Background: an optimization exercise with open tools, aiming at small area and a short achievable clock period. Do not read the settings as production practice.
Only simulation tests tie the RTL to the original design; equivalence was not proved.
Power figures rest on the tool's default switching activity, not on a simulated workload.

== job 1750 ==
==> flow/design.v <==
`timescale 1ns/1ps
module router_input_queue (
  input  logic        clk,
  input  logic        rst,
  input  logic        wr_i,
  input  logic [33:0] data_i,
  input  logic        rd_i,
  output logic [33:0] data_o,
  output logic        empty_o,
  output logic        full_o
);
  logic [33:0] mem [4];
  logic [1:0]  rd_ptr;
  logic [1:0]  wr_ptr;
  logic        empty_q;
  logic        full_q;
  logic [3:0]  rd_sel;
  logic [1:0]  used;
  logic        one_left;      
  logic        three_held;    
  logic pop;
  assign empty_o = empty_q;
  assign full_o  = full_q;
  assign pop = rd_i & ~empty_q;
  always_comb begin
    for (int j = 0; j < 4; j++) begin
      rd_sel[j] = ~empty_q & (rd_ptr == 2'(j));
    end
    data_o = empty_q ? data_i : '0;
    for (int j = 0; j < 4; j++) begin
      data_o = data_o | ({34{rd_sel[j]}} & mem[j]);
    end
  end
  assign used       = wr_ptr - rd_ptr;
  assign one_left   = (used == 2'd1);
  assign three_held = (used == 2'd3);
  logic push_rd, push_nrd;
  logic empty_rd, empty_nrd, full_rd, full_nrd;
  assign push_nrd  = wr_i & ~full_q;
  assign push_rd   = wr_i & ~full_q & ~empty_q;
  assign empty_nrd = empty_q & ~push_nrd;
  assign empty_rd  = empty_q | (one_left & ~push_rd);
  assign full_nrd  = full_q | (three_held & push_nrd);
  assign full_rd   = 1'b0;
  always_ff @(posedge clk) begin
    if (rst) begin
      rd_ptr  <= '0;
      wr_ptr  <= '0;
      empty_q <= 1'b1;
      full_q  <= 1'b0;
    end else begin
      if (pop) begin
        rd_ptr <= rd_ptr + 1'b1;
      end
      if (rd_i ? push_rd : push_nrd) begin
        wr_ptr <= wr_ptr + 1'b1;
      end
      empty_q <= rd_i ? empty_rd : empty_nrd;
      full_q  <= rd_i ? full_rd : full_nrd;
    end
  end
  always_ff @(posedge clk) begin
    if (wr_i & ~full_o) begin
      mem[wr_ptr] <= data_i;
    end
  end
endmodule
`timescale 1ns/1ps
module xy_lookahead_route (
  input  logic [5:0] position_i,
  input  logic [5:0] destination_i,
  input  logic [4:0] route_i,
  output logic [4:0] next_route_o
);
  localparam logic [4:0] go_north = 5'b00001;
  localparam logic [4:0] go_south = 5'b00010;
  localparam logic [4:0] go_west  = 5'b00100;
  localparam logic [4:0] go_east  = 5'b01000;
  localparam logic [4:0] go_local = 5'b10000;
  logic [2:0] pos_x, pos_y, dst_x, dst_y, nb_x, nb_y;
  assign pos_x = position_i[5:3];
  assign pos_y = position_i[2:0];
  assign dst_x = destination_i[5:3];
  assign dst_y = destination_i[2:0];
  always_comb begin
    nb_x = route_i[3] ? pos_x + 1'b1 : (route_i[2] ? pos_x - 1'b1 : pos_x);
    nb_y = route_i[1] ? pos_y + 1'b1 : (route_i[0] ? pos_y - 1'b1 : pos_y);
  end
  always_comb begin
    if (route_i[4]) begin
      next_route_o = go_local;
    end else if (dst_x > nb_x) begin
      next_route_o = go_east;
    end else if (dst_x < nb_x) begin
      next_route_o = go_west;
    end else if (dst_y > nb_y) begin
      next_route_o = go_south;
    end else if (dst_y < nb_y) begin
      next_route_o = go_north;
    end else begin
      next_route_o = go_local;
    end
  end
endmodule
`timescale 1ns/1ps
module router_input_port (
  input  logic        clk,
  input  logic        rst,
  input  logic [5:0]  position_i,
  input  logic [34:0] link_i,
  input  logic        pop_i,
  output logic [33:0] head_o,
  output logic        valid_o,
  output logic [4:0]  request_o,
  output logic        stop_o
);
  logic        empty;
  logic [33:0] front;
  logic [4:0]  next_route;
  router_input_queue u_router_input_queue (
    .clk     (clk),
    .rst     (rst),
    .wr_i    (~link_i[34]),
    .data_i  (link_i[33:0]),
    .rd_i    (pop_i),
    .data_o  (front),
    .empty_o (empty),
    .full_o  (stop_o)
  );
  assign valid_o = ~(empty & link_i[34]);
  xy_lookahead_route u_xy_lookahead_route (
    .position_i    (position_i),
    .destination_i (front[25:20]),
    .route_i       (front[4:0]),
    .next_route_o  (next_route)
  );
  assign head_o = {front[33:5], front[33] ? next_route : front[4:0]};
  assign request_o = {5{valid_o & front[33]}} & front[4:0];
endmodule
`timescale 1ns/1ps
module router_arbiter #(
  parameter int out_port = 0
) (
  input  logic       clk,
  input  logic       rst,
  input  logic [4:0] request_i,
  input  logic       fwd_i,
  input  logic       fwd_tail_i,
  output logic [4:0] grant_o
);
  localparam int np = 5;
  logic [4:0]  last_q;    
  logic        locked_q;
  logic [4:0]  req;
  logic [4:0]  rr_grant;
  logic [24:0] ahead;     
  always_comb begin
    req = request_i;
    req[out_port] = 1'b0;
  end
  always_comb begin
    for (int j = 0; j < np; j++) begin
      for (int k = 0; k < np; k++) begin
        ahead[j*np + k] = 1'b0;
        for (int d = 0; d < np; d++) begin
          if (d < (j - k + np) % np) ahead[j*np + k] = ahead[j*np + k] | last_q[(k + d) % np];
        end
      end
    end
  end
  always_comb begin
    for (int k = 0; k < np; k++) begin
      rr_grant[k] = req[k];
      for (int j = 0; j < np; j++) begin
        if (j != k && j != out_port && k != out_port) begin
          rr_grant[k] = rr_grant[k] & ~(req[j] & ahead[j*np + k]);
        end
      end
    end
  end
  assign grant_o = locked_q ? last_q : rr_grant;
  always_ff @(posedge clk) begin
    if (rst) begin
      last_q   <= 5'b10000;
      locked_q <= 1'b0;
    end else if (fwd_i) begin
      last_q   <= grant_o;
      locked_q <= ~fwd_tail_i;
    end
  end
endmodule
`timescale 1ns/1ps
module router_output_port #(
  parameter int out_port = 0
) (
  input  logic          clk,
  input  logic          rst,
  input  logic [169:0]  heads_i,
  input  logic [4:0]    valid_i,
  input  logic [4:0]    requests_i,
  input  logic          stop_i,
  output logic [4:0]    pop_o,
  output logic [34:0]   link_o
);
  localparam int np = 5;
  logic [4:0]  grant;
  logic [33:0] xbar_flit;
  logic        xbar_valid;
  logic        fwd;
  logic        void_q;
  logic [33:0] flit_q;
  router_arbiter #(
    .out_port (out_port)
  ) u_router_arbiter (
    .clk        (clk),
    .rst        (rst),
    .request_i  (requests_i),
    .fwd_i      (fwd),
    .fwd_tail_i (xbar_flit[32]),
    .grant_o    (grant)
  );
  always_comb begin
    xbar_flit  = '0;
    xbar_valid = 1'b0;
    for (int k = 0; k < np; k++) begin
      if (k != out_port) begin
        xbar_flit  = xbar_flit | ({34{grant[k]}} & heads_i[k*34 +: 34]);
        xbar_valid = xbar_valid | (grant[k] & valid_i[k]);
      end
    end
  end
  assign fwd = xbar_valid & ~stop_i;
  always_comb begin
    for (int k = 0; k < np; k++) begin
      pop_o[k] = (k != out_port) ? (grant[k] & valid_i[k] & ~stop_i) : 1'b0;
    end
  end
  always_ff @(posedge clk) begin
    if (rst) begin
      void_q <= 1'b1;
    end else if (!stop_i) begin
      void_q <= ~xbar_valid;
    end
  end
  always_ff @(posedge clk) begin
    if (!stop_i) begin
      flit_q <= xbar_flit;
    end
  end
  assign link_o = {void_q, flit_q};
endmodule
`timescale 1ns/1ps
module lookahead_router (
  input  logic         clk,
  input  logic         rst,
  input  logic [5:0]   position_i,
  input  logic [174:0] link_i,
  output logic [4:0]   stop_o,
  output logic [174:0] link_o,
  input  logic [4:0]   stop_i
);
  localparam int num_ports = 5;
  logic [169:0] heads;
  logic [4:0]   valids;
  logic [24:0]  requests;    
  logic [24:0]  req_by_out;  
  logic [24:0]  pops;        
  logic [4:0]   pop_in;
  logic [5:0]   position_q;
  always_ff @(posedge clk) begin
    position_q <= position_i;
  end
  always_comb begin
    pop_in = '0;
    for (int o = 0; o < num_ports; o++) begin
      pop_in = pop_in | pops[o*5 +: 5];
    end
    for (int o = 0; o < num_ports; o++) begin
      for (int i = 0; i < num_ports; i++) begin
        req_by_out[o*5 + i] = requests[i*5 + o];
      end
    end
  end
  for (genvar i = 0; i < num_ports; i++) begin : g_input
    router_input_port u_router_input_port (
      .clk       (clk),
      .rst       (rst),
      .position_i (position_q),
      .link_i    (link_i[i*35 +: 35]),
      .pop_i     (pop_in[i]),
      .head_o    (heads[i*34 +: 34]),
      .valid_o   (valids[i]),
      .request_o (requests[i*5 +: 5]),
      .stop_o    (stop_o[i])
    );
  end
  for (genvar o = 0; o < num_ports; o++) begin : g_output
    router_output_port #(
      .out_port (o)
    ) u_router_output_port (
      .clk        (clk),
      .rst        (rst),
      .heads_i    (heads),
      .valid_i    (valids),
      .requests_i (req_by_out[o*5 +: 5]),
      .stop_i     (stop_i[o]),
      .pop_o      (pops[o*5 +: 5]),
      .link_o     (link_o[o*35 +: 35])
    );
  end
endmodule
clock: 9.0 ns
lec_check: 0
cap_margin: 30
core_margin: 2
core_utilization: 40
setup_slack_margin: 5
slew_margin: 40
standard.sh (not shown) runs the stock make flow with config.mk's settings and CLKGATE_MAP_FILE= SYNTH_SCRIPT=/design/flow/synth_recipe.tcl, a recipe that flattens the netlist after the stock synthesis.
==> flow/flow/run.sh <==
#!/bin/bash
# Standard ORFS layout with plain buffers on the ports (one per port, as the
# standard flow does), a tighter setup target for the resizer and a clock
# tree built from smaller buffers without dummy loads.
set -euo pipefail
bash standard.sh \
  BUFFER_PORTS_ARGS="-buffer_cell sky130_fd_sc_hd__buf_1" \
  SLEW_MARGIN=40 CAP_MARGIN=30 \
  SETUP_SLACK_MARGIN=5.5 \
  CTS_ARGS="-sink_clustering_enable -repair_clock_nets -dont_use_dummy_load -buf_list sky130_fd_sc_hd__clkbuf_8 -sink_clustering_size 12 -sink_clustering_max_diameter 45" \
  finish > flow_make.log 2>&1
## Diff of input files: job 6240 against job 1750
diff --git a/flow/flow/run.sh b/flow/flow/run.sh
--- a/flow/flow/run.sh
+++ b/flow/flow/run.sh
@@ -7,5 +7,5 @@
   BUFFER_PORTS_ARGS="-buffer_cell sky130_fd_sc_hd__buf_1" \
   SLEW_MARGIN=40 CAP_MARGIN=30 \
-  SETUP_SLACK_MARGIN=5.5 \
+  SETUP_SLACK_MARGIN=5.0 \
   CTS_ARGS="-sink_clustering_enable -repair_clock_nets -dont_use_dummy_load -buf_list sky130_fd_sc_hd__clkbuf_8 -sink_clustering_size 12 -sink_clustering_max_diameter 45" \
   finish > flow_make.log 2>&1
## What came out
Job 6240: all stages complete, timing, DRC and antenna checks passed. Job 6240 ended up with g_output[0].u_router_output_port.flit_q[23] as its critical path capture point; job 1750 ended up with g_output[4].u_router_output_port.flit_q[4]. Against job 1750, job 6240 comes in 1.6 mW lower on power. Area of the multi-input gates, job 1750 and job 6240: smaller value in job 6240. Clock-cell share of area: job 6240 > job 1750. Re clock share of power: job 6240 is 1.6 points up on job 1750. In job 6240 the maximum fanout encountered on the critical timing path turned out 23 higher than in job 1750. Compare job 1750 and job 6240 | minimum hold slack higher: job 1750. When the final numbers for job 1750 and job 6240 were put side by side, the register share of total power turned out to be smaller in job 1750. Between job 1750 and job 6240, the difference in share of synthesized area occupied by flip-flops and latches is negligible. Diff job 1750 and job 6240: combinational power higher in job 1750.
For job 1203, these inputs were changed with respect to job 6240:
diff --git a/flow/flow/run.sh b/flow/flow/run.sh
--- a/flow/flow/run.sh
+++ b/flow/flow/run.sh
@@ -7,5 +7,5 @@
   BUFFER_PORTS_ARGS="-buffer_cell sky130_fd_sc_hd__buf_1" \
   SLEW_MARGIN=40 CAP_MARGIN=30 \
-  SETUP_SLACK_MARGIN=5.0 \
+  SETUP_SLACK_MARGIN=5.25 \
   CTS_ARGS="-sink_clustering_enable -repair_clock_nets -dont_use_dummy_load -buf_list sky130_fd_sc_hd__clkbuf_8 -sink_clustering_size 12 -sink_clustering_max_diameter 45" \
   finish > flow_make.log 2>&1
Notes after the runs:
- Job 1203 was carried through to the last stage, and its layout satisfied the timing, DRC and antenna checks.
- Diff job 6240..job 1203 | layout inverter count without the clock tree | unchanged
- As far as share of the synthesized area in compound gates (AO/OA/AOI/OAI) goes, job 1203 and job 6240 are indistinguishable; the numbers are identical.
- Wire length on met3 went up by a little under 10% going from job 6240 to job 1203.
- [compare] base=job 6240 new=job 1203: final setup slack of the worst path has increased, number of buffers added by the clock tree synthesis step fell 0.86%, logic gate share of total power went up 2.8 points.
- Job 1203 vs. job 6240: total placed instance area now sits higher, sum of routed wire length over all layers now sits higher, number of resized instances in the post-cts repair step now sits higher.
- Job 1203 does better than job 6240 on worst clock skew on the final layout.
Here is what was changed in the inputs of job 5582 compared with job 1203.
diff --git a/flow/flow/run.sh b/flow/flow/run.sh
--- a/flow/flow/run.sh
+++ b/flow/flow/run.sh
@@ -7,5 +7,5 @@
   BUFFER_PORTS_ARGS="-buffer_cell sky130_fd_sc_hd__buf_1" \
   SLEW_MARGIN=40 CAP_MARGIN=30 \
-  SETUP_SLACK_MARGIN=5.25 \
+  SETUP_SLACK_MARGIN=5.25 TNS_END_PERCENT=20 \
   CTS_ARGS="-sink_clustering_enable -repair_clock_nets -dont_use_dummy_load -buf_list sky130_fd_sc_hd__clkbuf_8 -sink_clustering_size 12 -sink_clustering_max_diameter 45" \
   finish > flow_make.log 2>&1
| final instance count without filler cells | higher: job 1203 |
Area added between synthesis and finish ends up lower on job 5582.
Diff job 1203 -> job 5582 | global-route total usage across every layer | decrease of 0.44 points
Compared with job 1203, in job 5582 final area decreased by 0.96% relative to the old numbers, pin count of the biggest net entering global routing went up 21%.
Relative to job 1203, the share of total power in sequential cells of job 5582 is higher by 0.7 points.
Compared with job 1203, wire length on met2 in job 5582 decreased slightly.
Between job 1203 and job 5582, fmax decreased.
#### Input delta (job 8317 over job 5582)
diff --git a/flow/flow/run.sh b/flow/flow/run.sh
--- a/flow/flow/run.sh
+++ b/flow/flow/run.sh
@@ -7,5 +7,5 @@
   BUFFER_PORTS_ARGS="-buffer_cell sky130_fd_sc_hd__buf_1" \
   SLEW_MARGIN=40 CAP_MARGIN=30 \
-  SETUP_SLACK_MARGIN=5.25 TNS_END_PERCENT=20 \
+  SETUP_SLACK_MARGIN=5.25 TNS_END_PERCENT=50 \
   CTS_ARGS="-sink_clustering_enable -repair_clock_nets -dont_use_dummy_load -buf_list sky130_fd_sc_hd__clkbuf_8 -sink_clustering_size 12 -sink_clustering_max_diameter 45" \
   finish > flow_make.log 2>&1
[summary]
From job 5582 to job 8317 the numbers moved as follows: largest stage delay on the critical path down 0.19 ns; buffering stage count on the worst path with inverters included increased 1. Higher global-route usage was reported by job 5582, not job 8317. Looking at post-synthesis to final-layout area growth across job 8317 and job 5582, the one that comes out higher is job 5582. Job 5582 → job 8317: via count comparable; final area now smaller. Compared job 8317 vs job 5582, and area occupied by multi-input gates is down in job 8317. Delta(worst hold slack, job 8317 - job 5582) < 0. Diff job 5582..job 8317 | post-synthesis instance total | unchanged. Looking at time the worst path needs with I/O delays and setup, job 8317 sits 0.061 ns lower than job 5582 does. Compared job 5582 against job 8317; final cell count without fillers within noise.

port drivers added, routing unchanged:
No port has a modelled driver above. Below, the same layouts with a new extraction and two added sets of constraints.
Step 1 (the two cells are an assumption about what drives the block):
set clk [get_ports {clk}]
set_driving_cell -lib_cell sky130_fd_sc_hd__clkbuf_16 $clk
set_driving_cell -lib_cell sky130_fd_sc_hd__buf_2 [delete_from_list [all_inputs] $clk]
Step 2 adds t to the input delays and takes it off the output delays; t is the mean of the earliest and latest rising clock arrival at the registers after step 1. Input paths then give back, and output paths get back, about the clock's delay inside the block.
Three values: no drivers, after step 1, after step 2; two values: the first two.
| run | t, ns | setup WS [ns] | worst setup path after step 2 | worst slew at a driven data input, ns |
|---|---|---|---|---|
| job 1750 | 0.824 | 5.184 / 5.132 / 4.308 | input to register | 0.14 |
| job 6240 | 0.826 | 5.004 / 4.992 / 4.166 | input to register | 0.16 |
| job 1203 | 0.841 | 5.221 / 5.155 / 4.314 | input to register | 0.15 |
| job 5582 | 0.809 | 5.122 / 5.051 / 4.242 | input to register | 0.18 |
| job 8317 | 0.823 | 5.183 / 5.195 / 4.372 | input to register | 0.18 |
After both steps every run listed still meets setup and hold. For job 1203, which loses most, drivers alone change the setup slack by -0.066 ns; drivers and shift together by -0.907 ns.
